Source: an optimization exercise on an open RTL-to-GDS flow (aim: small area, a short achievable clock period and few clock cycles). Production flows keep margins and buffers that such runs may drop. At most, simulation tests tie the RTL to the original design; equivalence was not proved. The RTL of run 1 was laid out without a check of its function.

==> flow/design.v, too long to show whole: its modules and the start of the top module <==
// module dsp_27x27s_arbiter: 1991 lines
// module dsp_fa: 4 lines
// module dsp_ha: 4 lines
// module dsp_fa1: 4 lines
// module dsp_ha1: 4 lines
module dsp_27x27s_arbiter (
  input  logic         clk,
  input  logic         aclr_n,
  input  logic [3:0]   req_valid,
  output logic [3:0]   req_ready,
  input  logic [107:0] req_ax,
  input  logic [107:0] req_ay,
  output logic         res_valid,
  input  logic         res_ready,
  output logic [1:0]   res_id,
  output logic [53:0]  res_data
);
  // ...
==> flow/flow/run.sh <==
#!/bin/bash
# Standard layout, with buf_1 cells as the port buffers.
set -euo pipefail
export BUFFER_PORTS_ARGS="-buffer_cell sky130_fd_sc_hd__buf_1"
bash standard.sh finish > standard_flow.log 2>&1
==> flow/standard.sh <==
#!/bin/bash
# synth_recipe.tcl (not shown) runs the flow's synth.tcl, then flattens the netlist and writes it again
# the make line also repeats each setting of config.mk as NAME=value (left out here)
make -C /OpenROAD-flow-scripts/flow DESIGN_CONFIG=/design/flow/config.mk WORK_HOME=/design/flow/orfs CLKGATE_MAP_FILE= SYNTH_SCRIPT=/design/flow/synth_recipe.tcl "${@:-finish}"
==> flow/config.mk <==
export PLATFORM = sky130hd
export DESIGN_NAME = dsp_27x27s_arbiter
export DESIGN_NICKNAME = dsp_27x27s_arbiter
export VERILOG_FILES = /design/flow/design.v
export SDC_FILE = /design/flow/constraint.sdc
export NUM_CORES = 4
export LEC_CHECK = 0
export CAP_MARGIN = 20
export CORE_MARGIN = 2
export CORE_UTILIZATION = 45
export CTS_BUF_LIST = sky130_fd_sc_hd__clkbuf_4 sky130_fd_sc_hd__clkbuf_8
export PLACE_DENSITY = 0.6
export SETUP_SLACK_MARGIN = 3.6
export SLEW_MARGIN = 20
export SYNTH_HIERARCHICAL = 1
==> flow/constraint.sdc <==
create_clock -name core_clock -period 7.3 [get_ports {clk}]
set_input_delay 1.4600 -clock core_clock [delete_from_list [all_inputs] [get_ports {clk}]]
set_output_delay 1.4600 -clock core_clock [all_outputs]
set_load 0.01 [all_outputs]
==> metrics.md, run 1 <==
| Metric | Value |
|---|---|
| Status | `no timing/DRC/antenna violations` |
| Area Overhead vs Synth | `22.01%` |
| CP peak stage delay | `0.54 ns` |
| I/O pin count | `284` |
| #FFs+latches synth | `241` |
| Req. time, crit path | `7.64 ns` |
| Crit path top cell by count | `fa_2` |
| Via count | `21630` |
| Largest net degree at the start of global routing | `68` |
| Hold_buf cts | `0` |
| Number of diodes | `9` |
| Main combinational cell family by area after synthesis | `adder cells` |
| Crit path DAT | `4.16 ns` |
| Met2 usage | `47.49%` |
| Prevailing post-synth register cell | `edfxtp_1` |
| Initial DRT Pass Iterations | `9` |
| CTS sink cnt | `241` |
| Reg2reg start | `s0_x[17]` |
| Sequential area share after synthesis | `25.30%` |
| Hold WC Path Type | `flip-flop to flip-flop` |
| Slowest-stage cell, CP | `fa_2` |
| Max-slew headroom | `35.56%` |
| Commonest cells after routing, fill and taps aside | `xnor2_1 (409), a22oi_1 (352), buf_1 (273), fa_1 (267), edfxtp_1 (161)` |
| Slew @ Worst Pin | `0.9666 ns` |
==> run 2, diff against run 1 <==
--- a/flow/design.v
+++ b/flow/design.v
@@ -13,65 +13,64 @@
   logic [1:0]  ptr_q;      
   logic [3:0]  nxt_q;      
   logic        s1_v, s2_v;
   logic [1:0]  s1_id, s2_id;
   logic [26:0] s0_x;
   logic [13:0] s0_one, s0_two, s0_neg;
   logic [13:0] b_one, b_two, b_neg;
   logic [53:0] s1_a, s1_b, s2_p;
-  logic [53:0] ra, rb;
+  logic [53:0] ra, rb, r3, s1_r3;
   logic        rc, s1_c;
   logic        en;
   logic [3:0]  msk_q;      
   logic [3:0]  msk_a, msk_b, msk_d;
+  logic [3:0]  pa [4];
+  logic [3:0]  pb [4];
   logic [3:0]  gnt;
   logic        any;
   logic [1:0]  nxt_id;
   logic [3:0]  win_a, win_b, nxt_d;
   logic [26:0] sel_x, sel_y;
   assign en = ~s2_v | res_ready;
   assign gnt       = nxt_q & req_valid &
                      {4{aclr_n & en & ~|(req_valid & msk_q)}};
   assign req_ready = gnt;
-  assign any       = |gnt;
+  assign any       = |(nxt_q & req_valid) & aclr_n & en & ~|(req_valid & msk_q);
   always_comb begin
     nxt_id = 2'd0;
     for (int i = 0; i < 4; i++) begin
       if (nxt_q[i]) nxt_id = 2'(i);
     end
   end
   always_comb begin
-    logic [1:0] d;
-    logic       fa, fb;
-    win_a = '0;
-    win_b = '0;
+    logic [1:0] di, dk;
+    for (int i = 0; i < 4; i++) begin
+      pa[i] = '0;
+      pb[i] = '0;
+      for (int k = 0; k < 4; k++) begin
+        di = 2'(i) - nxt_id - 2'd1;
+        dk = 2'(k) - nxt_id - 2'd1;
+        pa[i][k] = (dk < di);
+        di = 2'(i) - ptr_q;
+        dk = 2'(k) - ptr_q;
+        pb[i][k] = (dk < di);
+      end
+    end
+  end
+  always_comb begin
+    for (int i = 0; i < 4; i++) begin
+      win_a[i] = req_valid[i] & ~nxt_q[i] & ~|(req_valid & ~nxt_q & pa[i]);
+      win_b[i] = req_valid[i] & ~|(req_valid & pb[i]);
+    end
     msk_a = '0;
     msk_b = '0;
-    fa = 1'b0;
-    fb = 1'b0;
-    for (int k = 0; k < 4; k++) begin
-      d = nxt_id + 2'd1 + 2'(k);
-      if (!fa && k < 3) begin
-        if (req_valid[d]) begin
-          win_a[d] = 1'b1;
-          fa = 1'b1;
-        end else begin
-          msk_a[d] = 1'b1;
-        end
-      end
-      d = ptr_q + 2'(k);
-      if (!fb) begin
-        if (req_valid[d]) begin
-          win_b[d] = 1'b1;
-          fb = 1'b1;
-        end else begin
-          msk_b[d] = 1'b1;
-        end
-      end
+    for (int i = 0; i < 4; i++) begin
+      msk_a = msk_a | (pa[i] & {4{win_a[i]}});
+      msk_b = msk_b | (pb[i] & {4{win_b[i]}});
     end
   end
   assign nxt_d = any ? win_a : win_b;
   assign msk_d = any ? msk_a : msk_b;
   always_comb begin
     sel_x = '0;
     sel_y = '0;
     for (int i = 0; i < 4; i++) begin
@@ -1848,38 +1847,38 @@
   logic m1363;
   logic m1364;
   dsp_fa u_1365 (.a(m1015), .b(m1214), .c(m1216), .s(m1363), .co(m1364));
   logic m1366;
   logic m1367;
   dsp_fa u_1368 (.a(m1021), .b(m1217), .c(m1219), .s(m1366), .co(m1367));
   logic m1369;
   logic m1370;
-  dsp_fa u_1371 (.a(m1027), .b(m1220), .c(m1222), .s(m1369), .co(m1370));
+  dsp_ha u_1371 (.a(m1027), .b(m1220), .s(m1369), .co(m1370));
   logic m1372;
   logic m1373;
-  dsp_fa u_1374 (.a(m1033), .b(m1223), .c(m1225), .s(m1372), .co(m1373));
+  dsp_ha u_1374 (.a(m1033), .b(m1223), .s(m1372), .co(m1373));
   logic m1375;
   logic m1376;
-  dsp_fa u_1377 (.a(m1039), .b(m1226), .c(m1228), .s(m1375), .co(m1376));
+  dsp_ha u_1377 (.a(m1039), .b(m1226), .s(m1375), .co(m1376));
   logic m1378;
   logic m1379;
-  dsp_fa u_1380 (.a(m1045), .b(m1229), .c(m1231), .s(m1378), .co(m1379));
+  dsp_ha u_1380 (.a(m1045), .b(m1229), .s(m1378), .co(m1379));
   logic m1381;
   logic m1382;
-  dsp_fa u_1383 (.a(m1051), .b(m1232), .c(m1234), .s(m1381), .co(m1382));
+  dsp_ha u_1383 (.a(m1051), .b(m1232), .s(m1381), .co(m1382));
   logic m1384;
   logic m1385;
-  dsp_fa u_1386 (.a(m1057), .b(m1235), .c(m1237), .s(m1384), .co(m1385));
+  dsp_ha u_1386 (.a(m1057), .b(m1235), .s(m1384), .co(m1385));
   logic m1387;
   logic m1388;
-  dsp_fa u_1389 (.a(m1058), .b(m1240), .c(m1238), .s(m1387), .co(m1388));
+  dsp_ha u_1389 (.a(m1058), .b(m1240), .s(m1387), .co(m1388));
   logic m1390;
   logic m1391;
-  dsp_fa u_1392 (.a(m1064), .b(m1243), .c(m1241), .s(m1390), .co(m1391));
+  dsp_ha u_1392 (.a(m1064), .b(m1243), .s(m1390), .co(m1391));
   logic m1393;
   logic m1394;
   dsp_fa u_1395 (.a(m1075), .b(m1246), .c(m1244), .s(m1393), .co(m1394));
   logic m1396;
   logic m1397;
   dsp_fa u_1398 (.a(m1081), .b(m1247), .c(m1249), .s(m1396), .co(m1397));
   logic m1399;
   logic m1400;
@@ -1945,19 +1944,20 @@
   logic m1460;
   dsp_fa u_1461 (.a(m1298), .b(m1300), .c(m1457), .s(m1459), .co(m1460));
   logic m1462;
   logic m1463;
   dsp_fa u_1464 (.a(m1301), .b(m1303), .c(m1460), .s(m1462), .co(m1463));
   logic m1465;
   logic m1466;
   dsp_fa u_1467 (.a(m1304), .b(m1306), .c(m1463), .s(m1465), .co(m1466));
-  assign ra = {m1448, m1447, m1444, m1441, m1438, m1435, m1432, m1429, m1424, m1421, m1418, m1415, m1414, m1409, m1406, m1403, m1400, m1397, m1394, m1393, m1390, m1385, m1384, m1379, m1376, m1373, m1370, m1367, m1364, m1361, m1358, m1355, m1352, m1349, m1346, m1343, m1340, m1337, m1334, m1331, m1328, m1325, m1322, m1319, m1316, m1313, m1310, m1307, m1465, m1462, m1459, m1456, m1453, m1450};
-  assign rb = {m393, m1445, m1442, m1439, m1436, m1433, m1430, m1427, m1426, m1423, m1420, m1417, m1412, m1411, m1408, m1405, m1402, m1399, m1396, m1391, m1388, m1387, m1382, m1381, m1378, m1375, m1372, m1369, m1366, m1363, m1360, m1357, m1354, m1351, m1348, m1345, m1342, m1339, m1336, m1333, m1330, m1327, m1324, m1321, m1318, m1315, m1312, m1309, 1'b0, 1'b0, 1'b0, 1'b0, 1'b0, 1'b0};
+  assign ra = {m1448, m1447, m1444, m1441, m1438, m1435, m1432, m1429, m1424, m1421, m1418, m1415, m1414, m1409, m1406, m1403, m1400, m1397, m1394, m1391, m1241, m1238, m1237, m1234, m1231, m1373, m1370, m1222, m1364, m1361, m1358, m1355, m1352, m1349, m1346, m1343, m1340, m1337, m1334, m1331, m1328, m1325, m1322, m1319, m1316, m1313, m1310, m1307, m1465, m1462, m1459, m1456, m1453, m1450};
+  assign rb = {m393, m1445, m1442, m1439, m1436, m1433, m1430, m1427, m1426, m1423, m1420, m1417, m1412, m1411, m1408, m1405, m1402, m1399, m1396, m1393, m1390, m1387, m1382, m1379, m1376, m1228, m1225, m1369, m1366, m1363, m1360, m1357, m1354, m1351, m1348, m1345, m1342, m1339, m1336, m1333, m1330, m1327, m1324, m1321, m1318, m1315, m1312, m1309, 1'b0, 1'b0, 1'b0, 1'b0, 1'b0, 1'b0};
   assign rc = m1466;
+  assign r3 = {1'b0, 1'b0, 1'b0, 1'b0, 1'b0, 1'b0, 1'b0, 1'b0, 1'b0, 1'b0, 1'b0, 1'b0, 1'b0, 1'b0, 1'b0, 1'b0, 1'b0, 1'b0, 1'b0, 1'b0, m1388, m1385, m1384, m1381, m1378, m1375, m1372, m1367, 1'b0, 1'b0, 1'b0, 1'b0, 1'b0, 1'b0, 1'b0, 1'b0, 1'b0, 1'b0, 1'b0, 1'b0, 1'b0, 1'b0, 1'b0, 1'b0, 1'b0, 1'b0, 1'b0, 1'b0, 1'b0, 1'b0, 1'b0, 1'b0, 1'b0, 1'b0};
   always_ff @(posedge clk or negedge aclr_n) begin
     if (!aclr_n) begin
       ptr_q <= 2'd0;
       nxt_q <= 4'd0;
       msk_q <= 4'd0;
       s1_v  <= 1'b0;
       s2_v  <= 1'b0;
     end else begin
@@ -1973,27 +1973,34 @@
   always_ff @(posedge clk) begin
     s0_x   <= sel_x;
     s0_one <= b_one;
     s0_two <= b_two;
     s0_neg <= b_neg;
     if (en) begin
       s1_a  <= ra;
       s1_b  <= rb;
+      s1_r3 <= r3;
       s1_c  <= rc;
       s1_id <= nxt_id;
-      s2_p[53:6] <= s1_a[53:6] + s1_b[53:6] + 54'(s1_c);
+      s2_p[53:6] <= s1_a[53:6] + s1_b[53:6] + s1_r3[53:6] + 54'(s1_c);
       s2_p[5:0] <= s1_a[5:0];
       s2_id <= s1_id;
     end
   end
   assign res_valid = s2_v;
   assign res_id    = s2_id;
   assign res_data  = s2_p;
 endmodule
+module dsp_x2 (input logic a, b, output logic y);
+  assign y = a ^ b;
+endmodule
+module dsp_mx (input logic s, a, b, output logic y);
+  assign y = s ? b : a;
+endmodule
 module dsp_fa (input logic a, b, c, output logic s, co);
   assign s  = a ^ b ^ c;
   assign co = (a & b) | (c & (a ^ b));
 endmodule
 module dsp_ha (input logic a, b, output logic s, co);
   assign s  = a ^ b;
   assign co = a & b;
 endmodule
==> flow/config.mk (replaced) <==
export PLATFORM = sky130hd
export DESIGN_NAME = dsp_27x27s_arbiter
export DESIGN_NICKNAME = dsp_27x27s_arbiter
export VERILOG_FILES = /design/flow/design.v
export SDC_FILE = /design/flow/constraint.sdc
export NUM_CORES = 4
export LEC_CHECK = 0
export CAP_MARGIN = 20
export CORE_MARGIN = 2
export CORE_UTILIZATION = 65
export CTS_BUF_LIST = sky130_fd_sc_hd__clkbuf_4 sky130_fd_sc_hd__clkbuf_8
export PLACE_DENSITY = 0.75
export SETUP_SLACK_MARGIN = 3.8
export SLEW_MARGIN = 20
export SYNTH_HIERARCHICAL = 1
==> metrics.md, run 2 <==
| Metric | Value |
|---|---|
| Status | `no timing/DRC/antenna violations (unchanged)` |
| I/O pin count | `284 (unchanged)` |
| Final Slew Violations | `0 (unchanged)` |
| Most repeated cell in the gate-level netlist after synthesis | `xnor2_1 (unchanged)` |
| Via count | `23420 (was 21630)` |
| Area Overhead vs Synth | `24.18% (was 22.01%)` |
| Commonest cells after routing, fill and taps aside | `xnor2_1 (374), buf_1 (273), a22oi_1 (245), fa_1 (237), edfxtp_1 (169) (was xnor2_1 (409), a22oi_1 (352), buf_1 (273), fa_1 (267), edfxtp_1 (161))` |
| Layout cells sized above 1 | `23.24% (was 18.75%)` |
| Fillcell total | `2144 (was 4939)` |
| Tmin final | `3.955 ns (was 3.816 ns)` |
| Htree depth | `2 (unchanged)` |
| Sequential area share after synthesis | `25.86% (was 25.30%)` |
| Final worst path period share | `54.18% (was 52.28%)` |
| Cell Area, Synth | `26050 sq um (was 25680 sq um)` |
| Site Rows | `73 (was 87)` |
| # DRC | `0 (unchanged)` |
| Prevailing post-synth register cell | `edfxtp_1 (unchanged)` |
| RD Place Congestion | `0.9484 (was 1.019)` |
| MaxCap Viol Count | `0 (unchanged)` |
| Largest fanout on the critical path | `14 (unchanged)` |
| Nets | `3300 (was 3284)` |
| Port Buf Inserts | `283 (unchanged)` |
| Die Area | `41700 sq um (was 58980 sq um)` |
| Gr usage total | `44.38% (was 29.94%)` |
| Die Span Y | `204.2 um (was 242.9 um)` |
| Initial DRC Count | `4463 (was 2749)` |
| Clk latency of the worst-skew pair | `0.67 ns (was 0.62 ns)` |
| Distinct cells, synth | `80 (was 68)` |
| Die width | `204.2 um (was 242.9 um)` |
| #FFs+latches synth | `249 (was 241)` |
| CTS tree | `done (unchanged)` |
| Startpoint Class | `flip-flop (unchanged)` |
| Syn_area_per_cell | `11.10 sq um (was 10.79 sq um)` |
| Starting density of the core | `65.72% (was 45.54%)` |
| Hold depth | `0 (unchanged)` |
| Final core occ | `81.61% (was 55.56%)` |
| Slew @ Worst Pin | `1.015 ns (was 0.9666 ns)` |
| Grt ovf | `0 (unchanged)` |
| Ranking of synthesized cells by area | `fa_1 (24%), edfxtp_1 (19%), xnor2_1 (14%) (unchanged)` |
| RSZ-0062 raised after global routing | `yes (unchanged)` |
| Vias per inst | `7.345 (was 6.273)` |
| Largest regs | `s1_a x54, s2_p x54, s1_b x48 (unchanged)` |
| Net Count, Synth | `3026 (was 3016)` |
| Syn. warnings | `9 (was 7)` |
| EDFF count, synth | `169 (was 161)` |
| CTS sink cnt | `249 (was 241)` |
| Req. time, crit path | `7.69 ns (was 7.64 ns)` |
| Skew final | `0.04921 ns (was 0.03092 ns)` |
| Initial DRT Pass Iterations | `15 (was 9)` |
| Most area-hungry cell type in the Yosys netlist | `fa_1 (unchanged)` |
| # setup viols final | `0 (unchanged)` |
| Crit path kind | `flip-flop to flip-flop (unchanged)` |
| Root Driver | `clkbuf_8 (unchanged)` |
| Final hold vios | `0 (unchanged)` |
| Setup TNS | `0 ns (unchanged)` |
| Clock Tree Buf Depth | `3 (unchanged)` |
| Crit path DAT | `4.34 ns (was 4.16 ns)` |
| Most common cell after layout, fill and taps aside | `xnor2_1 (unchanged)` |
| Worst setup EP type | `flip-flop (unchanged)` |
| First-pass GRT wire length | `136.5 mm (was 134.2 mm)` |
| Hold WC Path Type | `flip-flop to flip-flop (unchanged)` |
| Vias in the first global route | `23160 (was 22010)` |
| Hold WS | `0.4150 ns (was 0.4195 ns)` |
| DR WL/cell | `32.46 um (was 27.24 um)` |
| Fmax | `252.9 MHz (was 262.0 MHz)` |
| Top cell type's share of synthesized area | `23.98% (was 24.33%)` |
| Initial antenna violation count | `10 (was 11)` |
| Reg clk slew, reported paths | `0.07 ns (was 0.06 ns)` |
| Largest net degree at the start of global routing | `69 (was 68)` |
| Core footprint | `39640 sq um (was 56390 sq um)` |
| Remaining antenna violation count | `0 (unchanged)` |
| Inserted Clock Buffers | `43 (was 44)` |
| Async set-reset flop share out of synthesis | `4.819% (was 4.979%)` |
| Detailed Route WL | `103.5 mm (was 93.92 mm)` |
| Synth top cells by count | `xnor2_1 (408), a22oi_1 (340), fa_1 (312) (was xnor2_1 (421), a22oi_1 (400), fa_1 (312))` |
| Worst r2r path cells | `8 (was 9)` |
| DP Wirelength | `56.63 mm (was 58.51 mm)` |
| Mapped Cells | `2348 (was 2380)` |
| Max-slew headroom | `32.35% (was 35.56%)` |
run 2: layout make-up:
class | count | area (sq um) | area share [%]
clock buffers | 58 | 729.5 | 2.255
inverters | 68 | 257.7 | 0.7967
repair buffers | 471 | 4242 | 13.11
clock inverters | 20 | 128.9 | 0.3984
diodes | 8 | 20.02 | 0.06188
well taps | 525 | 656.9 | 2.031
multi-input cells | 1789 | 19430 | 60.06
flip-flops and latches | 249 | 6887 | 21.29
run 2: modules after synthesis, one instance, submodules excluded:
module              cells inside  times used  flip-flops and latches
dsp_fa                         1         302                       0
dsp_ha                         1          44                       0
dsp_fa1                        5           7                       0
dsp_27x27s_arbiter          1957           1                     249
dsp_ha1                        2           5                       0
run 2: path summary, 6_finish.rpt:
path / from / endpoint / slack [ns]
max in group asynchronous: aclr_n / ptr_q[0] / 6.43
min: s1_a[3] / s2_p[3] / 0.42
max reg2reg: s0_two[5] / s1_b[36] / 3.35
min reg2reg: s1_a[3] / s2_p[3] / 0.42
min in group asynchronous: aclr_n / msk_q[1] / 0.71
max: s0_two[5] / s1_b[36] / 3.35
run 2: timing repair:
item | 4_1_cts | 5_1_grt
hold buffers | 0 | 0
buffers inserted | 26 | 47
pin swaps | 79 | 136
endpoints found under the setup margin | 160 | 82
gates resized for setup | 325 | 259
gates cloned | 25 | 19
run 2: routing by layer:
metal  share of wire (%)  wire length [um]  GRT usage [%]  vias up
met5                0.46               471          1.548        -
met4                 9.7             10080          28.00       22
met3                  16             16060          17.83      922
met2                  43             44270          68.24     2290
met1                  32             32610          51.77    11200
li1                    -                 -              -     8979
run 2: cells by family after synthesis:
family / share of synthesized area (%)
AOI/OAI and AO/OA: 19.02
xor gates and xnor gates: 15.13
adders and majority gates: 30.84
buffers and inverters: 4.827
DFF: 25.86
muxes: 0.3890
and+or+nand+nor: 3.929
run 2: worst max-delay path: stages, from the launching register on:
cell,delay [ns]
dfxtp_4,0.42
buf_12,0.20
a22oi_2,0.10
xnor2_1,0.57
fa_2,0.61
fa_2,0.44
fa_2,0.38
fa_2,0.54
fa_1,0.41
run 2: stage by stage:
stage / instances / worst slack, ns / instance area [sq um]
3_3_place_gp: 2985 / 2.511 / 27390
6_report: 3188 / 3.345 / 32350
3_5_place_dp: 2985 / 2.435 / 27390
4_1_cts: 3114 / 3.668 / 30330
2_1_floorplan: 2348 / 2.600 / 26470
5_1_grt: 3187 / 3.397 / 32350
Testbench counts of run 2, summed over its fixed seeds: cycles 5,494.
==> run 3, diff against run 2 <==
--- a/flow/config.mk
+++ b/flow/config.mk
@@ -10,6 +10,6 @@
 export CORE_UTILIZATION = 65
 export CTS_BUF_LIST = sky130_fd_sc_hd__clkbuf_4 sky130_fd_sc_hd__clkbuf_8
 export PLACE_DENSITY = 0.75
-export SETUP_SLACK_MARGIN = 3.8
+export SETUP_SLACK_MARGIN = 3.6
 export SLEW_MARGIN = 20
 export SYNTH_HIERARCHICAL = 1
==> metrics.md, run 3 <==
| Metric | Value |
|---|---|
| Root Driver | `clkbuf_8 (unchanged)` |
| # setup viols final | `0 (unchanged)` |
| Prevailing post-synth register cell | `edfxtp_1 (unchanged)` |
| Gr usage total | `39.84% (was 44.38%)` |
| Fmax | `266.8 MHz (was 252.9 MHz)` |
| Die width | `204.2 um (unchanged)` |
| Post-DP Area | `27370 sq um (was 27390 sq um)` |
| MaxCap Viol Count | `0 (unchanged)` |
| Final worst path period share | `51.35% (was 54.18%)` |
| Fillcell total | `2639 (was 2144)` |
| Htree depth | `2 (unchanged)` |
| I/O pin count | `284 (unchanged)` |
| Die Area | `41700 sq um (unchanged)` |
| Nets | `3221 (was 3300)` |
| Status | `no timing/DRC/antenna violations (unchanged)` |
| Detailed Route WL | `84.77 mm (was 103.5 mm)` |
| Setup TNS | `0 ns (unchanged)` |
| Mapped Cells | `2348 (unchanged)` |
| Site Rows | `73 (unchanged)` |
| Commonest cells after routing, fill and taps aside | `xnor2_1 (402), a22oi_1 (323), fa_1 (298), buf_1 (273), edfxtp_1 (169) (was xnor2_1 (374), buf_1 (273), a22oi_1 (245), fa_1 (237), edfxtp_1 (169))` |
| Port Buf Inserts | `283 (unchanged)` |
| Most common cell after layout, fill and taps aside | `xnor2_1 (unchanged)` |
| Initial antenna violation count | `7 (was 10)` |
| RD Place Congestion | `0.9710 (was 0.9484)` |
| Distinct cells, synth | `80 (unchanged)` |
| Placed insts | `2986 (was 2985)` |
| Crit path DAT | `4.07 ns (was 4.34 ns)` |
| Largest regs | `s1_a x54, s2_p x54, s1_b x48 (unchanged)` |
| Top cell type's share of synthesized area | `23.98% (unchanged)` |
| Vias per inst | `6.827 (was 7.345)` |
| Reg clk slew, reported paths | `0.07 ns (about the same)` |
| Register Area | `6830 sq um (was 6887 sq um)` |
| CTS sink cnt | `249 (unchanged)` |
| Largest net degree at the start of global routing | `67 (was 69)` |
| Crit path kind | `flip-flop to flip-flop (unchanged)` |
| Area of the multi-input gates | `18430 sq um (was 19430 sq um)` |
| Initial DRC Count | `2956 (was 4463)` |
| Tmin final | `3.748 ns (was 3.955 ns)` |
| Final hold vios | `0 (unchanged)` |
| Slew @ Worst Pin | `0.7832 ns (was 1.015 ns)` |
| Max-slew headroom | `47.79% (was 32.35%)` |
| CTS tree | `done (unchanged)` |
| Sequential area share after synthesis | `25.86% (unchanged)` |
| DR WL/cell | `27.30 um (was 32.46 um)` |
| #FFs+latches synth | `249 (unchanged)` |
| Ranking of synthesized cells by area | `fa_1 (24%), edfxtp_1 (19%), xnor2_1 (14%) (unchanged)` |
| Via count | `21200 (was 23420)` |
| Req. time, crit path | `7.62 ns (was 7.69 ns)` |
| Layout cells sized above 1 | `12.38% (was 23.24%)` |
| Initial DRT Pass Iterations | `6 (was 15)` |
| Net Count, Synth | `3026 (unchanged)` |
| Syn_area_per_cell | `11.10 sq um (unchanged)` |
| Post-route design area | `29810 sq um (was 32350 sq um)` |
| First-pass GRT wire length | `125.5 mm (was 136.5 mm)` |
| Remaining antenna violation count | `0 (unchanged)` |
| Starting density of the core | `65.72% (unchanged)` |
| Vias in the first global route | `21950 (was 23160)` |
| Async set-reset flop share out of synthesis | `4.819% (unchanged)` |
| Hold_buf cts | `0 (unchanged)` |
| Core footprint | `39640 sq um (unchanged)` |
| Clk latency of the worst-skew pair | `0.63 ns (was 0.67 ns)` |
| Grt ovf | `0 (unchanged)` |
| Hold WC Path Type | `flip-flop to flip-flop (unchanged)` |
| Area Overhead vs Synth | `14.44% (was 24.18%)` |
| # DRC | `0 (unchanged)` |
| Skew final | `0.03751 ns (was 0.04921 ns)` |
| Inserted Clock Buffers | `43 (unchanged)` |
| Post-Layout Cell Count | `3105 (was 3188)` |
| DP Wirelength | `55.60 mm (was 56.63 mm)` |
| Die Span Y | `204.2 um (unchanged)` |
| Final Slew Violations | `0 (unchanged)` |
| EDFF count, synth | `169 (unchanged)` |
| Worst setup EP type | `flip-flop (unchanged)` |
| Clock Tree Buf Depth | `3 (unchanged)` |
| Largest fanout on the critical path | `14 (unchanged)` |
| Startpoint Class | `flip-flop (unchanged)` |
| Cell Area, Synth | `26050 sq um (unchanged)` |
| Synth top cells by count | `xnor2_1 (408), a22oi_1 (340), fa_1 (312) (unchanged)` |
| Most repeated cell in the gate-level netlist after synthesis | `xnor2_1 (unchanged)` |
| Syn. warnings | `9 (unchanged)` |
| Most area-hungry cell type in the Yosys netlist | `fa_1 (unchanged)` |
| RSZ-0062 raised after global routing | `yes (unchanged)` |
run 3: cell count changes in the layout (fill, tap and decap cells not counted), sizes merged:
| cell | previous run | this run |
|---|---|---|
| clkinv | 15 | 10 |
| inv | 72 | 69 |
| diode | 8 | 4 |
| clkbuf | 78 | 80 |
| bufbuf | 18 | 0 |
| buf | 433 | 377 |
| clkinvlp | 0 | 1 |
run 3: path summary, 6_finish.rpt:
| kind | startpoint | slack [ns] | end | cells after the start |
|---|---|---|---|---|
| worst max-delay path | s0_two[8] | 3.55 | s1_b[25] | 8 |
| worst min-delay path | s1_id[0] | 0.42 | s2_id[0] | 0 |
| worst max register to register | s0_two[8] | 3.55 | s1_b[25] | 8 |
| worst min register to register | s1_id[0] | 0.42 | s2_id[0] | 0 |
| max in group asynchronous | aclr_n | 6.57 | nxt_q[3] | 1 |
| min in group asynchronous | aclr_n | 0.61 | ptr_q[1] | 1 |
run 3: critical path, stage by stage, from the launching register on:
cell,delay [ns]
dfxtp_4,0.39
buf_12,0.17
a22oi_1,0.24
xnor2_1,0.18
fa_1,0.47
fa_1,0.52
fa_1,0.41
fa_1,0.55
fa_2,0.50
run 3: what timing repair did:
item | in CTS | in global routing
pin swaps | 10 | 41
endpoints found under the setup margin | 110 | 49
cloned | 2 | 15
setup buffers | 6 | 14
resized for setup | 111 | 171
run 3: cells by family (layout without fill, tap and decap cells):
logic type / Yosys count / in the layout / synth area share, %
DFF: 249 / 249 / 25.86
adders and majority gates: 455 / 455 / 30.84
buffers and inverters: 313 / 538 / 4.827
and+or+nand+nor: 222 / 224 / 3.929
AOI/OAI and AO/OA: 654 / 654 / 19.02
xor gates and xnor gates: 450 / 450 / 15.13
muxes: 5 / 6 / 0.3890
other: 0 / 4 / 0
run 3: layer usage:
layer	share of wire [%]	wire length (um)	global-route usage (%)
met1	36	30260	49.81
met5	0.070	59	0
met4	6.1	5152	18.14
met2	46	38660	63.90
met3	13	10640	12.07
run 3: cell type report:
type | count | area share (%)
multi-input cells | 1789 | 61.83
flip-flops and latches | 249 | 22.91
repair buffers | 392 | 9.191
clock buffers | 65 | 2.665
well taps | 525 | 2.203
inverters | 68 | 0.8562
clock inverters | 13 | 0.3106
diodes | 4 | 0.03358
run 3: metrics by stage:
stage / utilization [%] / setup slack [ns] / hold slack (ns)
finish: 75.21 / 3.552 / 0.4208
global route: 75.21 / 3.510 / 0.4262
CTS: 72.41 / 3.548 / 0.4218
detailed placement: 69.06 / 2.618 / 0.4071
global placement: 69.06 / 2.679 / 0.4008
floorplan: - / 2.600 / 0.4003
run 3: modules after synthesis (local to each module, per instance):
module	cell area, sq um	flops+latches
dsp_fa1	27.53	0
dsp_ha	12.51	0
dsp_fa	20.02	0
dsp_27x27s_arbiter	19210	249
dsp_ha1	11.26	0
==> run 4, diff against run 3 <==
--- a/flow/config.mk
+++ b/flow/config.mk
@@ -8,7 +8,9 @@
 export CAP_MARGIN = 20
 export CORE_MARGIN = 2
 export CORE_UTILIZATION = 65
-export CTS_BUF_LIST = sky130_fd_sc_hd__clkbuf_4 sky130_fd_sc_hd__clkbuf_8
+export CTS_BUF_LIST = sky130_fd_sc_hd__clkbuf_8
+export CTS_CLUSTER_DIAMETER = 60
+export CTS_CLUSTER_SIZE = 20
 export PLACE_DENSITY = 0.75
 export SETUP_SLACK_MARGIN = 3.6
 export SLEW_MARGIN = 20
==> metrics.md, run 4 <==
| Metric | Value |
|---|---|
| Reg clk slew, reported paths | `0.11 ns (was 0.07 ns)` |
| Largest net degree at the start of global routing | `67 (unchanged)` |
| #FFs+latches synth | `249 (unchanged)` |
| Clock Tree Buf Depth | `3 (unchanged)` |
| Worst setup EP type | `flip-flop (unchanged)` |
| Skew final | `0.05397 ns (was 0.03751 ns)` |
| Req. time, crit path | `7.67 ns (was 7.62 ns)` |
| # setup viols final | `0 (unchanged)` |
| Crit path DAT | `4.10 ns (was 4.07 ns)` |
| Largest fanout on the critical path | `27 (was 14)` |
| Die Area | `41700 sq um (unchanged)` |
| Initial DRT Pass Iterations | `7 (was 6)` |
| Vias per inst | `6.834 (was 6.827)` |
| Detailed Route WL | `83.14 mm (was 84.77 mm)` |
| Syn_area_per_cell | `11.10 sq um (unchanged)` |
| I/O pin count | `284 (unchanged)` |
| DR WL/cell | `27.20 um (was 27.30 um)` |
| Grt ovf | `0 (unchanged)` |
| Most common cell after layout, fill and taps aside | `xnor2_1 (unchanged)` |
| Area Overhead vs Synth | `11.83% (was 14.44%)` |
| Ranking of synthesized cells by area | `fa_1 (24%), edfxtp_1 (19%), xnor2_1 (14%) (unchanged)` |
| Final worst path period share | `51.19% (was 51.35%)` |
| Net Count, Synth | `3026 (unchanged)` |
| Crit path kind | `flip-flop to flip-flop (unchanged)` |
| Root Driver | `clkbuf_8 (unchanged)` |
| Sequential area share after synthesis | `25.86% (unchanged)` |
| Async set-reset flop share out of synthesis | `4.819% (unchanged)` |
| Layout cells sized above 1 | `10.33% (was 12.38%)` |
| Hold WS | `0.4162 ns (was 0.4208 ns)` |
| Vias in the first global route | `21610 (was 21950)` |
| Hold WC Path Type | `flip-flop to flip-flop (unchanged)` |
| EDFF count, synth | `169 (unchanged)` |
| Syn. warnings | `9 (unchanged)` |
| Max-slew headroom | `47.95% (was 47.79%)` |
| RD Place Congestion | `0.9710 (unchanged)` |
| Status | `no timing/DRC/antenna violations (unchanged)` |
| Distinct cells, synth | `80 (unchanged)` |
| Tmin final | `3.737 ns (was 3.748 ns)` |
| RSZ-0062 raised after global routing | `yes (unchanged)` |
| Hold_buf cts | `0 (unchanged)` |
| MaxCap Viol Count | `0 (unchanged)` |
| Via count | `20890 (was 21200)` |
| Cell Area, Synth | `26050 sq um (unchanged)` |
| Most repeated cell in the gate-level netlist after synthesis | `xnor2_1 (unchanged)` |
| Initial DRC Count | `2835 (was 2956)` |
| Gr usage total | `39.46% (was 39.84%)` |
| Die Span Y | `204.2 um (unchanged)` |
| Htree depth | `1 (was 2)` |
| Mapped Cells | `2348 (unchanged)` |
| Die width | `204.2 um (unchanged)` |
| Final Slew Violations | `0 (unchanged)` |
| Remaining antenna violation count | `0 (unchanged)` |
| DP Wirelength | `55.60 mm (unchanged)` |
| Setup TNS | `0 ns (unchanged)` |
| Final core occ | `73.49% (was 75.21%)` |
| Nets | `3189 (was 3221)` |
| Slew @ Worst Pin | `0.7808 ns (was 0.7832 ns)` |
| Inserted Clock Buffers | `23 (was 43)` |
| Starting density of the core | `65.72% (unchanged)` |
| Initial antenna violation count | `7 (unchanged)` |
| Synth top cells by count | `xnor2_1 (408), a22oi_1 (340), fa_1 (312) (unchanged)` |
| First-pass GRT wire length | `124.4 mm (was 125.5 mm)` |
| CTS sink cnt | `249 (unchanged)` |
| Fmax | `267.6 MHz (was 266.8 MHz)` |
| Clk latency of the worst-skew pair | `0.63 ns (about the same)` |
| Core footprint | `39640 sq um (unchanged)` |
| Prevailing post-synth register cell | `edfxtp_1 (unchanged)` |
| # DRC | `0 (unchanged)` |
| Top cell type's share of synthesized area | `23.98% (unchanged)` |
| Most area-hungry cell type in the Yosys netlist | `fa_1 (unchanged)` |
| Startpoint Class | `flip-flop (unchanged)` |
| Site Rows | `73 (unchanged)` |
| CTS tree | `done (unchanged)` |
| Port Buf Inserts | `283 (unchanged)` |
| Commonest cells after routing, fill and taps aside | `xnor2_1 (405), a22oi_1 (327), fa_1 (298), buf_1 (273), edfxtp_1 (169) (was xnor2_1 (402), a22oi_1 (323), fa_1 (298), buf_1 (273), edfxtp_1 (169))` |
| Largest regs | `s1_a x54, s2_p x54, s1_b x48 (unchanged)` |
| Final hold vios | `0 (unchanged)` |
-- run 4: changes by cell type in the layout (fill, tap and decap cells not counted), moves of 4 or more --
cell	change
dfxtp_4	-5
buf_6	+5
clkbuf_4	-16
inv_8	+4
clkinv_2	-6
a22oi_2	-4
clkbuf_16	-5
buf_12	-10
dfxtp_1	+5
clkbuf_8	-27
buf_8	+4
buf_4	-5
a22oi_1	+4
-- run 4: per-module statistics from Yosys, one instance, submodules excluded --
module	flops+latches	cell area, sq um	copies in the design	cells inside
dsp_fa1	0	27.53	7	5
dsp_27x27s_arbiter	249	19210	1	1957
dsp_ha	0	12.51	44	1
dsp_ha1	0	11.26	5	2
dsp_fa	0	20.02	302	1
-- run 4: cell families after synthesis --
kind of cell             synth area share, %
AO/OA/AOI/OAI                          19.02
adder cells (fa/ha/maj)                30.84
XOR/XNOR                               15.13
buffers and inverters                  4.827
flip-flops                             25.86
AND/OR/NAND/NOR                        3.929
multiplexers                          0.3890
-- run 4: what timing repair did --
action | 4_1_cts | 5_1_grt
hold endpoints to repair | 0 | 0
endpoints found under the setup margin | 124 | 55
buffers inserted | 5 | 8
gates cloned | 2 | 10
gates resized for setup | 95 | 155
pin swaps | 9 | 36
-- run 4: worst max-delay path: stages, from the launching register on --
cell,delay (ns)
dfxtp_1,0.38
buf_8,0.24
a22oi_1,0.15
xnor2_1,0.25
fa_1,0.46
fa_1,0.53
fa_1,0.41
fa_1,0.56
fa_2,0.49
-- run 4: worst paths after layout --
kind,start,endpoint,slack [ns],cells after the start
worst max-delay path,s0_two[7],s1_b[25],3.56,8
worst min-delay path,s1_a[2],s2_p[2],0.42,0
worst max register to register,s0_two[7],s1_b[25],3.56,8
worst min register to register,s1_a[2],s2_p[2],0.42,0
max in group asynchronous,aclr_n,ptr_q[1],6.58,1
min in group asynchronous,aclr_n,s2_v,0.60,1
-- run 4: cell type report --
type / count / area [sq um]
Clock buffer: 23 / 316.6
Inverter: 68 / 255.2
Fill cell: 2720 / 10510
Sequential cell: 249 / 6812
Tap cell: 525 / 656.9
Multi-Input combinational cell: 1789 / 18420
Clock inverter: 18 / 182.7
Antenna cell: 5 / 12.51
Timing Repair Buffer: 380 / 2480
-- run 4: metrics by stage --
step	setup slack (ns)	instances	area [sq um]
after floorplan	2.600	2348	26240
after global placement	2.679	2986	27370
after detailed placement	2.618	2986	27370
after CTS	3.532	3034	28250
after global routing	3.503	3057	29130
final	3.563	3057	29130
-- run 4: routing by layer --
metal  GRT usage, %  share of wire, %
met1          50.11                36
met2          63.31                46
met3          10.48                12
met4          18.40               6.0
met5              0             0.032
==> run 5, diff against run 4 <==
--- a/flow/config.mk
+++ b/flow/config.mk
@@ -8,9 +8,9 @@
 export CAP_MARGIN = 20
 export CORE_MARGIN = 2
 export CORE_UTILIZATION = 65
-export CTS_BUF_LIST = sky130_fd_sc_hd__clkbuf_8
-export CTS_CLUSTER_DIAMETER = 60
-export CTS_CLUSTER_SIZE = 20
+export CTS_BUF_LIST = sky130_fd_sc_hd__clkbuf_8 sky130_fd_sc_hd__clkbuf_16
+export CTS_CLUSTER_DIAMETER = 80
+export CTS_CLUSTER_SIZE = 16
 export PLACE_DENSITY = 0.75
 export SETUP_SLACK_MARGIN = 3.6
 export SLEW_MARGIN = 20
==> metrics.md, run 5 <==
| Metric | Value |
|---|---|
| Reg2reg start | `s0_x[2] (was s0_two[7])` |
| Largest regs | `s1_a x54, s2_p x54, s1_b x48 (unchanged)` |
| Inserted Clock Buffers | `20 (was 23)` |
| Vias per inst | `6.850 (was 6.834)` |
| Site Rows | `73 (unchanged)` |
| Register Area | `6789 sq um (was 6812 sq um)` |
| Starting density of the core | `65.72% (unchanged)` |
| Cell Area, Synth | `26050 sq um (unchanged)` |
| Prevailing post-synth register cell | `edfxtp_1 (unchanged)` |
| Skew final | `0.03047 ns (was 0.05397 ns)` |
| Top cell type's share of synthesized area | `23.98% (unchanged)` |
| Gr usage total | `39.84% (was 39.46%)` |
| Setup TNS | `0 ns (unchanged)` |
| MaxCap Viol Count | `0 (unchanged)` |
| Distinct cells, synth | `80 (unchanged)` |
| Crit path from | `s0_x[2] (was s0_two[7])` |
| Sequential area share after synthesis | `25.86% (unchanged)` |
| Synth top cells by count | `xnor2_1 (408), a22oi_1 (340), fa_1 (312) (unchanged)` |
| Max-slew headroom | `47.85% (was 47.95%)` |
| RD Place Congestion | `0.9710 (unchanged)` |
| Largest fanout on the critical path | `27 (unchanged)` |
| Port Buf Inserts | `283 (unchanged)` |
| First-pass GRT wire length | `125.6 mm (was 124.4 mm)` |
| Area of the multi-input gates | `18360 sq um (was 18420 sq um)` |
| Crit path kind | `flip-flop to flip-flop (unchanged)` |
| Tmin final | `3.755 ns (was 3.737 ns)` |
| Hold WC Path Type | `flip-flop to flip-flop (unchanged)` |
| Crit path DAT | `4.01 ns (was 4.10 ns)` |
| Hold_buf cts | `0 (unchanged)` |
| Worst r2r path cells | `8 (unchanged)` |
| Startpoint Class | `flip-flop (unchanged)` |
| Final worst setup slack | `3.545 ns (was 3.563 ns)` |
| RSZ-0062 raised after global routing | `yes (unchanged)` |
| Initial antenna violation count | `7 (unchanged)` |
| Final worst path period share | `51.43% (was 51.19%)` |
| Layout cells sized above 1 | `9.120% (was 10.33%)` |
| Clock Tree Buf Depth | `3 (unchanged)` |
| Root Driver | `clkbuf_16 (was clkbuf_8)` |
| CTS tree | `done (unchanged)` |
| DP Wirelength | `55.60 mm (unchanged)` |
| # setup viols final | `0 (unchanged)` |
| Net Count, Synth | `3026 (unchanged)` |
| Clk latency of the worst-skew pair | `0.54 ns (was 0.63 ns)` |
| # DRC | `0 (unchanged)` |
| Reg2Reg Setup Slack | `3.55 ns (was 3.56 ns)` |
| Final core occ | `73.29% (was 73.49%)` |
| Nets | `3186 (was 3189)` |
| Async set-reset flop share out of synthesis | `4.819% (unchanged)` |
| Area Overhead vs Synth | `11.53% (was 11.83%)` |
| Vias in the first global route | `21840 (was 21610)` |
| Via count | `20910 (was 20890)` |
| Initial DRC Count | `2822 (was 2835)` |
| Ranking of synthesized cells by area | `fa_1 (24%), edfxtp_1 (19%), xnor2_1 (14%) (unchanged)` |
| Most area-hungry cell type in the Yosys netlist | `fa_1 (unchanged)` |
| EDFF count, synth | `169 (unchanged)` |
| Initial DRT Pass Iterations | `7 (unchanged)` |
| Dpl ws | `2.618 ns (unchanged)` |
| Remaining antenna violation count | `0 (unchanged)` |
| Largest net degree at the start of global routing | `67 (unchanged)` |
| Detailed Route WL | `82.88 mm (was 83.14 mm)` |
| Fmax | `266.3 MHz (was 267.6 MHz)` |
| Reg2reg end | `s1_b[25] (unchanged)` |
| #FFs+latches synth | `249 (unchanged)` |
| CTS sink cnt | `249 (unchanged)` |
| Status | `no timing/DRC/antenna violations (unchanged)` |
| Commonest cells after routing, fill and taps aside | `xnor2_1 (406), a22oi_1 (336), fa_1 (302), buf_1 (273), edfxtp_1 (169) (was xnor2_1 (405), a22oi_1 (327), fa_1 (298), buf_1 (273), edfxtp_1 (169))` |
| Slew @ Worst Pin | `0.7822 ns (was 0.7808 ns)` |
| HP Start | `s1_a[5] (was s1_a[2])` |
| Req. time, crit path | `7.56 ns (was 7.67 ns)` |
| Worst setup EP type | `flip-flop (unchanged)` |
| Termination of the worst setup path | `s1_b[25] (unchanged)` |
| Most repeated cell in the gate-level netlist after synthesis | `xnor2_1 (unchanged)` |
| Final hold vios | `0 (unchanged)` |
| Htree depth | `1 (unchanged)` |
| Final Slew Violations | `0 (unchanged)` |
| I/O pin count | `284 (unchanged)` |
| Mapped Cells | `2348 (unchanged)` |
| Reg clk slew, reported paths | `0.08 ns (was 0.11 ns)` |
| Grt ovf | `0 (unchanged)` |
| Syn_area_per_cell | `11.10 sq um (unchanged)` |
| DR WL/cell | `27.15 um (was 27.20 um)` |
| Die Area | `41700 sq um (unchanged)` |
| Most common cell after layout, fill and taps aside | `xnor2_1 (unchanged)` |
| Syn. warnings | `9 (unchanged)` |
| Core footprint | `39640 sq um (unchanged)` |
| Die Span Y | `204.2 um (unchanged)` |
| Die width | `204.2 um (unchanged)` |
| Fillcell total | `2725 (was 2720)` |
[run 5: cell counts after synthesis]
No cell type changed its count.
[run 5: what timing repair did]
item | 4_1_cts | 5_1_grt
pin swaps | 7 | 24
gates cloned | 2 | 5
resized for setup | 92 | 132
endpoints found under the setup margin | 140 | 57
buffers inserted | 8 | 10
[run 5: metal layers]
metal  track usage [%]  wire [um]  vias up
li1                  -          -     8711
met1             50.33      29770    10220
met2             63.85      37930     1610
met3             10.30      10160      372
met4             19.80       5007        2
met5                 0         18        -
[run 5: layout make-up]
type                            instances  area share, %
Antenna cell                            6        0.05168
Timing Repair Buffer                  380          8.135
Tap cell                              525          2.261
Inverter                               68         0.8785
Multi-Input combinational cell       1789          63.21
Clock buffer                           22          1.856
Clock inverter                         14         0.2455
Sequential cell                       249          23.37
[run 5: worst max-delay path, cell delays in order (launching register included)]
cell     delay, ns
dfxtp_1       0.33
buf_6         0.30
a22oi_1       0.15
xnor2_1       0.22
fa_1          0.49
fa_1          0.51
fa_1          0.41
fa_1          0.55
fa_2          0.49
[run 5: stage by stage]
stage,instance area (sq um),cells,hold WS [ns]
floorplan,26240,2348,0.4003
global placement,27370,2986,0.4008
detailed placement,27370,2986,0.4071
CTS,28370,3032,0.4127
global route,29050,3053,0.4103
finish,29050,3053,0.4124
[run 5: Yosys stat by module (local to each module, per instance)]
module              flops+latches  cell area, sq um  times used  cells
dsp_fa                          0             20.02         302      1
dsp_27x27s_arbiter            249             19210           1   1957
dsp_ha1                         0             11.26           5      2
dsp_fa1                         0             27.53           7      5
dsp_ha                          0             12.51          44      1
[run 5: kinds of logic after synthesis]
group                    count (synthesis)  share of synthesized area [%]
adder cells (fa/ha/maj)                455                          30.84
flip-flops                             249                          25.86
AO/OA/AOI/OAI                          654                          19.02
buffers and inverters                  313                          4.827
XOR/XNOR                               450                          15.13
multiplexers                             5                         0.3890
AND/OR/NAND/NOR                        222                          3.929
[run 5: how the worst min path moves through the flow]
stage,to,slack [ns],cells after the start
after floorplan,s2_id[0],0.40,0
after global placement,s2_p[1],0.40,0
final,s2_p[5],0.41,0
after CTS,s2_p[5],0.41,0
after detailed placement,s2_id[0],0.41,0
after global routing,s2_p[5],0.41,0
==> run 6, diff against run 5 <==
--- a/flow/config.mk
+++ b/flow/config.mk
@@ -5,7 +5,7 @@
 export SDC_FILE = /design/flow/constraint.sdc
 export NUM_CORES = 4
 export LEC_CHECK = 0
-export CAP_MARGIN = 20
+export CAP_MARGIN = 5
 export CORE_MARGIN = 2
 export CORE_UTILIZATION = 65
 export CTS_BUF_LIST = sky130_fd_sc_hd__clkbuf_8 sky130_fd_sc_hd__clkbuf_16
@@ -13,5 +13,5 @@
 export CTS_CLUSTER_SIZE = 16
 export PLACE_DENSITY = 0.75
 export SETUP_SLACK_MARGIN = 3.6
-export SLEW_MARGIN = 20
+export SLEW_MARGIN = 5
 export SYNTH_HIERARCHICAL = 1
==> metrics.md, run 6 <==
| Metric | Value |
|---|---|
| #FFs+latches synth | `249 (unchanged)` |
| # DRC | `0 (unchanged)` |
| Sequential area share after synthesis | `25.86% (unchanged)` |
| Cell Area, Synth | `26050 sq um (unchanged)` |
| Reg2reg start | `s0_x[2] (unchanged)` |
| Hold depth | `0 (unchanged)` |
| Most area-hungry cell type in the Yosys netlist | `fa_1 (unchanged)` |
| Startpoint Class | `flip-flop (unchanged)` |
| Site Rows | `73 (unchanged)` |
| DR WL/cell | `27.15 um (unchanged)` |
| Req. time, crit path | `7.56 ns (about the same)` |
| # setup viols final | `0 (unchanged)` |
| Hold WC Path Type | `flip-flop to flip-flop (unchanged)` |
| Final worst path period share | `51.43% (unchanged)` |
| HP Start | `s1_a[5] (unchanged)` |
| Gr usage total | `39.84% (unchanged)` |
| Core footprint | `39640 sq um (unchanged)` |
| Syn. warnings | `9 (unchanged)` |
| Layout cells sized above 1 | `9.120% (unchanged)` |
| Syn_area_per_cell | `11.10 sq um (unchanged)` |
| Most common cell after layout, fill and taps aside | `xnor2_1 (unchanged)` |
| RSZ-0062 raised after global routing | `yes (unchanged)` |
| Mapped Cells | `2348 (unchanged)` |
| Final core occ | `73.29% (unchanged)` |
| Initial DRC Count | `2822 (unchanged)` |
| Prevailing post-synth register cell | `edfxtp_1 (unchanged)` |
| Crit path DAT | `4.01 ns (about the same)` |
| CTS sink cnt | `249 (unchanged)` |
| Remaining antenna violation count | `0 (unchanged)` |
| Ranking of synthesized cells by area | `fa_1 (24%), edfxtp_1 (19%), xnor2_1 (14%) (unchanged)` |
| Clock Tree Buf Depth | `3 (unchanged)` |
| Vias in the first global route | `21840 (unchanged)` |
| Largest regs | `s1_a x54, s2_p x54, s1_b x48 (unchanged)` |
| Root Driver | `clkbuf_16 (unchanged)` |
| CTS tree | `done (unchanged)` |
| Synth top cells by count | `xnor2_1 (408), a22oi_1 (340), fa_1 (312) (unchanged)` |
| Grt ovf | `0 (unchanged)` |
| Setup TNS | `0 ns (unchanged)` |
| Worst setup EP type | `flip-flop (unchanged)` |
| Inserted Clock Buffers | `20 (unchanged)` |
| RD Place Congestion | `0.9710 (unchanged)` |
| Worst r2r path cells | `8 (unchanged)` |
| Port Buf Inserts | `283 (unchanged)` |
| Worst Hold End | `s2_p[5] (unchanged)` |
| Hold_buf cts | `0 (unchanged)` |
| Top cell type's share of synthesized area | `23.98% (unchanged)` |
| Reg2Reg Setup Slack | `3.55 ns (about the same)` |
| Max-slew headroom | `47.85% (unchanged)` |
| Die width | `204.2 um (unchanged)` |
| Status | `no timing/DRC/antenna violations (unchanged)` |
| EDFF count, synth | `169 (unchanged)` |
| Starting density of the core | `65.72% (unchanged)` |
| Reg clk slew, reported paths | `0.08 ns (about the same)` |
| Tmin final | `3.755 ns (unchanged)` |
| Final hold vios | `0 (unchanged)` |
| Initial DRT Pass Iterations | `7 (unchanged)` |
| Slew @ Worst Pin | `0.7822 ns (unchanged)` |
| Die Span Y | `204.2 um (unchanged)` |
| Commonest cells after routing, fill and taps aside | `xnor2_1 (406), a22oi_1 (336), fa_1 (302), buf_1 (273), edfxtp_1 (169) (unchanged)` |
| Die Area | `41700 sq um (unchanged)` |
| Final Slew Violations | `0 (unchanged)` |
| Clk latency of the worst-skew pair | `0.54 ns (about the same)` |
| Crit path kind | `flip-flop to flip-flop (unchanged)` |
| Largest fanout on the critical path | `27 (unchanged)` |
| Reg2reg end | `s1_b[25] (unchanged)` |
| Vias per inst | `6.850 (unchanged)` |
| Fmax | `266.3 MHz (unchanged)` |
| Via count | `20910 (unchanged)` |
| Area Overhead vs Synth | `11.53% (unchanged)` |
| Skew final | `0.03047 ns (unchanged)` |
| I/O pin count | `284 (unchanged)` |
| Async set-reset flop share out of synthesis | `4.819% (unchanged)` |
| Most repeated cell in the gate-level netlist after synthesis | `xnor2_1 (unchanged)` |
| MaxCap Viol Count | `0 (unchanged)` |
| Largest net degree at the start of global routing | `67 (unchanged)` |
| DP Wirelength | `55.60 mm (unchanged)` |
| Net Count, Synth | `3026 (unchanged)` |
| First-pass GRT wire length | `125.6 mm (unchanged)` |
| Nets | `3186 (unchanged)` |
| Htree depth | `1 (unchanged)` |
| Initial antenna violation count | `7 (unchanged)` |
| Distinct cells, synth | `80 (unchanged)` |
| Detailed Route WL | `82.88 mm (unchanged)` |
## run 6: area by class of cell
| cell class | instances | area, sq um |
|---|---|---|
| Multi-Input combinational cell | 1789 | 18360 |
| Fill cell | 2725 | 10590 |
| Sequential cell | 249 | 6789 |
| Timing Repair Buffer | 380 | 2364 |
| Tap cell | 525 | 656.9 |
| Clock buffer | 22 | 539.3 |
| Inverter | 68 | 255.2 |
| Clock inverter | 14 | 71.32 |
| Antenna cell | 6 | 15.01 |
## run 6: worst max-delay path, stage by stage, from the launching register on
cell     delay, ns
dfxtp_1       0.33
buf_6         0.30
a22oi_1       0.15
xnor2_1       0.22
fa_1          0.49
fa_1          0.51
fa_1          0.41
fa_1          0.55
fa_2          0.49
## run 6: how the worst max path moves through the flow
stage,slack [ns],endpoint,start
finish,3.55,s1_b[25],s0_x[2]
global route,3.45,s2_p[53],s1_a[6]
CTS,3.54,s1_b[25],s0_x[1]
detailed placement,2.62,s0_two[2],res_ready
global placement,2.68,s0_two[11],res_ready
floorplan,2.60,req_ready[0],res_ready
## run 6: Yosys stat by module (local to each module, per instance)
module              area [sq um]  flip-flops and latches  times used  cells inside
dsp_fa                     20.02                       0         302             1
dsp_27x27s_arbiter         19210                     249           1          1957
dsp_ha                     12.51                       0          44             1
dsp_ha1                    11.26                       0           5             2
dsp_fa1                    27.53                       0           7             5
## run 6: logic make-up after synthesis
group	after synthesis	synth area share (%)
DFF	249	25.86
adders and majority gates	455	30.84
buffers and inverters	313	4.827
xor gates and xnor gates	450	15.13
AOI/OAI and AO/OA	654	19.02
and+or+nand+nor	222	3.929
muxes	5	0.3890
## run 6: metal layers
metal  vias up  track usage (%)  share of wire, %
li1       8711                -                 -
met1     10220            50.33                36
met2      1610            63.85                46
met3       372            10.30                12
met4         2            19.80               6.0
met5         -                0             0.022
## run 6: per-stage QoR
stage / hold slack (ns) / worst slack, ns / instances / cell area (sq um)
3_5_place_dp: 0.4071 / 2.618 / 2986 / 27370
3_3_place_gp: 0.4008 / 2.679 / 2986 / 27370
2_1_floorplan: 0.4003 / 2.600 / 2348 / 26240
4_1_cts: 0.4127 / 3.544 / 3032 / 28370
5_1_grt: 0.4103 / 3.449 / 3053 / 29050
6_report: 0.4124 / 3.545 / 3053 / 29050
## run 6: timing repair
item	CTS	global route
resized for setup	92	132
pin swaps	7	24
endpoints found under the setup margin	140	57
gates cloned	2	5
setup buffers	8	10
==> run 7, diff against run 6 <==
==> flow/config.mk (replaced) <==
export PLATFORM = sky130hd
export DESIGN_NAME = dsp_27x27s_arbiter
export DESIGN_NICKNAME = dsp_27x27s_arbiter
export VERILOG_FILES = /design/flow/design.v
export SDC_FILE = /design/flow/constraint.sdc
export NUM_CORES = 4
export LEC_CHECK = 0
export CAP_MARGIN = 20
export CORE_MARGIN = 2
export CORE_UTILIZATION = 60
export CTS_BUF_LIST = sky130_fd_sc_hd__clkbuf_8 sky130_fd_sc_hd__clkbuf_16
export CTS_CLUSTER_DIAMETER = 80
export CTS_CLUSTER_SIZE = 16
export PLACE_DENSITY = 0.7
export SETUP_SLACK_MARGIN = 3.6
export SLEW_MARGIN = 20
export SYNTH_HIERARCHICAL = 1
==> metrics.md, run 7 <==
| Metric | Value |
|---|---|
| Status | `no timing/DRC/antenna violations (unchanged)` |
| Slew @ Worst Pin | `0.9703 ns (was 0.7822 ns)` |
| Initial antenna violation count | `9 (was 7)` |
| Final Slew Violations | `0 (unchanged)` |
| Ranking of synthesized cells by area | `fa_1 (24%), edfxtp_1 (19%), xnor2_1 (14%) (unchanged)` |
| Worst r2r path cells | `7 (was 8)` |
| Register Area | `6802 sq um (was 6789 sq um)` |
| First-pass GRT wire length | `125.0 mm (was 125.6 mm)` |
| Hold WC Path Type | `flip-flop to flip-flop (unchanged)` |
| Final worst setup slack | `3.631 ns (was 3.545 ns)` |
| Port Buf Inserts | `283 (unchanged)` |
| Largest regs | `s1_a x54, s2_p x54, s1_b x48 (unchanged)` |
| Req. time, crit path | `5.84 ns (was 7.56 ns)` |
| Sequential area share after synthesis | `25.86% (unchanged)` |
| Vias per inst | `6.628 (was 6.850)` |
| Clk latency of the worst-skew pair | `0.57 ns (was 0.54 ns)` |
| Synth Area in Compound Gates | `19.02% (unchanged)` |
| Hold depth | `0 (unchanged)` |
| Dpl ws | `2.554 ns (was 2.618 ns)` |
| Fmax | `272.6 MHz (was 266.3 MHz)` |
| Hold WS | `0.4258 ns (was 0.4124 ns)` |
| MaxCap Viol Count | `0 (unchanged)` |
| Grt ovf | `0 (unchanged)` |
| Reg2reg start | `s0_neg[1] (was s0_x[2])` |
| Vias in the first global route | `21210 (was 21840)` |
| Inserted Clock Buffers | `22 (was 20)` |
| Initial DRC Count | `2498 (was 2822)` |
| Site Rows | `76 (was 73)` |
| RSZ-0062 raised after global routing | `yes (unchanged)` |
| Met1 Usage GRT | `47.66% (was 50.33%)` |
| Setup TNS | `0 ns (unchanged)` |
| Syn_area_per_cell | `11.10 sq um (unchanged)` |
| CP peak stage delay | `0.17 ns (was 0.55 ns)` |
| CTS tree | `done (unchanged)` |
| Met2 usage | `58.02% (was 63.85%)` |
| Core footprint | `42980 sq um (was 39640 sq um)` |
| Top cell type's share of synthesized area | `23.98% (unchanged)` |
| EDFF count, synth | `169 (unchanged)` |
| Max-slew headroom | `34.03% (was 47.85%)` |
| Crit. path cell count | `5 (was 8)` |
| Bufs and invs on worst path | `2 (was 1)` |
| Remaining antenna violation count | `0 (unchanged)` |
| Largest net degree at the start of global routing | `76 (was 67)` |
| Most common cell after layout, fill and taps aside | `xnor2_1 (unchanged)` |
| Most repeated cell in the gate-level netlist after synthesis | `xnor2_1 (unchanged)` |
| Detailed Route WL | `83.35 mm (was 82.88 mm)` |
| I/O pin count | `284 (unchanged)` |
| # DRC | `0 (unchanged)` |
| M3 GR Usage | `9.365% (was 10.30%)` |
| Net Count, Synth | `3026 (unchanged)` |
| Delay-heaviest family, CP | `simple AND/OR/NAND/NOR gates (was adder cells)` |
| Final worst path period share | `50.26% (was 51.43%)` |
| Mapped Cells | `2348 (unchanged)` |
| Final core occ | `68.16% (was 73.29%)` |
| #FFs+latches synth | `249 (unchanged)` |
| Via count | `20700 (was 20910)` |
| Gr usage total | `36.63% (was 39.84%)` |
| Synth top cells by count | `xnor2_1 (408), a22oi_1 (340), fa_1 (312) (unchanged)` |
| Largest fanout on the critical path | `8 (was 27)` |
| Synth Area in Adders | `30.84% (unchanged)` |
| Nets | `3191 (was 3186)` |
| Area Overhead vs Synth | `12.45% (was 11.53%)` |
| Hold_buf cts | `0 (unchanged)` |
| Clock Tree Buf Depth | `3 (unchanged)` |
| Distinct cells, synth | `80 (unchanged)` |
| Main combinational cell family by area after synthesis | `adder cells (unchanged)` |
| HP Start | `s1_id[1] (was s1_a[5])` |
| CTS sink cnt | `249 (unchanged)` |
| Area of the multi-input gates | `18320 sq um (was 18360 sq um)` |
| Commonest cells after routing, fill and taps aside | `xnor2_1 (406), a22oi_1 (335), fa_1 (309), buf_1 (273), edfxtp_1 (169) (was xnor2_1 (406), a22oi_1 (336), fa_1 (302), buf_1 (273), edfxtp_1 (169))` |
| Htree depth | `1 (unchanged)` |
| Worst setup EP type | `primary output (was flip-flop)` |
| Initial DRT Pass Iterations | `6 (was 7)` |
| Die Span Y | `212.4 um (was 204.2 um)` |
| Die width | `212.4 um (was 204.2 um)` |
| Async set-reset flop share out of synthesis | `4.819% (unchanged)` |
| Crit path DAT | `2.21 ns (was 4.01 ns)` |
| DP Wirelength | `56.28 mm (was 55.60 mm)` |
| XOR/XNOR Fraction of Synth Area | `15.13% (unchanged)` |
| Worst Hold End | `s2_id[1] (was s2_p[5])` |
| Crit path kind | `primary input to primary output (was flip-flop to flip-flop)` |
| Reg2Reg Setup Slack | `3.64 ns (was 3.55 ns)` |
| Slowest-stage cell, CP | `a21boi_4 (was fa_1)` |
| Startpoint Class | `primary input (was flip-flop)` |
| Layout cells sized above 1 | `9.174% (was 9.120%)` |
| GRT Max-Usage Layer | `met2 (unchanged)` |
| Root Driver | `clkbuf_16 (unchanged)` |
| Skew final | `0.03411 ns (was 0.03047 ns)` |
| Mux contribution to synthesized area | `0.3890% (unchanged)` |
| Syn. warnings | `9 (unchanged)` |
| Post-synthesis simple-gate area fraction | `3.929% (unchanged)` |
| # setup viols final | `0 (unchanged)` |
| Reg2reg end | `s1_b[25] (unchanged)` |
| Final hold vios | `0 (unchanged)` |
| Die Area | `45100 sq um (was 41700 sq um)` |
| Tmin final | `3.669 ns (was 3.755 ns)` |
| Reg clk slew, reported paths | `0.07 ns (was 0.08 ns)` |
| DR WL/cell | `26.69 um (was 27.15 um)` |
| Starting density of the core | `60.61% (was 65.72%)` |
| Prevailing post-synth register cell | `edfxtp_1 (unchanged)` |
| Fillcell total | `3365 (was 2725)` |
| Worst-path cell chain | `buf_4, a21boi_4, nand4_4, nor2_2, buf_2 (was buf_6, a22oi_1, xnor2_1, fa_1, fa_1, fa_1, fa_1, fa_2)` |
| Cell Area, Synth | `26050 sq um (unchanged)` |
| RD Place Congestion | `0.9910 (was 0.9710)` |
| Most area-hungry cell type in the Yosys netlist | `fa_1 (unchanged)` |
[run 7: Yosys stat by module (local to each module, per instance)]
| module | copies in the design | cells inside | flops+latches |
|---|---|---|---|
| dsp_fa | 302 | 1 | 0 |
| dsp_ha1 | 5 | 2 | 0 |
| dsp_ha | 44 | 1 | 0 |
| dsp_fa1 | 7 | 5 | 0 |
| dsp_27x27s_arbiter | 1 | 1957 | 249 |
[run 7: worst max-delay path by stage]
stage,from,end
finish,req_valid[3],req_ready[2]
detailed placement,aclr_n,s0_two[10]
global route,s0_two[3],s1_b[23]
global placement,aclr_n,s0_two[10]
floorplan,res_ready,req_ready[0]
CTS,s1_a[6],s2_p[49]
[run 7: metal layers]
layer	part of all wire, %	vias up
met4	5.7	0
met1	37	10150
met3	12	300
li1	-	8734
met5	0	-
met2	45	1519
[run 7: per-stage QoR]
step	std cells	cell area, sq um
finish	3123	29300
global route	3123	29300
CTS	3090	28490
detailed placement	3045	27440
global placement	3045	27440
floorplan	2348	26240
[run 7: worst reg2reg max path, stage by stage (launching register included)]
cell and delay [ns]:
dfxtp_1 0.32, buf_4 0.47, xnor2_1 0.23, fa_1 0.55
fa_1 0.43, fa_1 0.40, fa_1 0.53, fa_1 0.47
[run 7: area by class of cell]
type | count | area share [%]
multi-input cells | 1789 | 62.54
flip-flops and latches | 249 | 23.22
repair buffers | 383 | 8.422
well taps | 585 | 2.499
clock buffers | 23 | 1.965
inverters | 68 | 0.8713
clock inverters | 17 | 0.4143
diodes | 9 | 0.07688
[run 7: logic make-up (layout without fill, tap and decap cells)]
group / count (synthesis) / count (layout)
DFF: 249 / 249
AOI/OAI and AO/OA: 654 / 654
buffers and inverters: 313 / 491
muxes: 5 / 6
other: 0 / 9
and+or+nand+nor: 222 / 224
adders and majority gates: 455 / 455
xor gates and xnor gates: 450 / 450
[run 7: repair_timing]
item | 4_1_cts | 5_1_grt
endpoints found under the hold margin | 0 | 0
setup endpoints to repair | 116 | 56
gates cloned | 3 | 6
pin swaps | 11 | 25
setup buffers | 2 | 18
gates resized for setup | 94 | 130

re-timing with driven ports:
The flow's constraints put no driver on any port. The routed layouts listed below were extracted and timed again, unchanged, in two steps.
Step 1: set_driving_cell puts a clkbuf_16 on clk and a buf_2 on each other input, an assumption about the parent block.
Step 2 moves the port delays by t, midway between the first and last clock arrival at a register: inputs arrive t later, outputs are due t later. That takes back most of the time a late clock gives input paths.
Slacks: ideal / step 1 / step 2; pairs: ideal / step 1.
run	t, ns	setup WS [ns]	hold WS [ns]	pins driven straight from the clock port
run 1	0.663	3.484 / 3.456 / 2.949	0.420 / 0.420 / 0.420	1
run 2	0.704	3.345 / 3.345 / 3.113	0.415 / 0.415 / 0.415	1
run 3	0.660	3.552 / 3.552 / 3.172	0.421 / 0.421 / 0.421	1
run 4	0.654	3.563 / 3.559 / 3.186	0.416 / 0.416 / 0.416	1
run 5	0.581	3.545 / 3.545 / 3.233	0.412 / 0.412 / 0.412	1
run 6	0.581	3.545 / 3.545 / 3.233	0.412 / 0.412 / 0.412	1
run 7	0.609	3.631 / 3.591 / 3.152	0.426 / 0.426 / 0.426	1
After both steps every run listed still meets setup and hold. For run 1, which loses most, drivers alone change the setup slack by -0.028 ns; drivers and shift together by -0.535 ns.
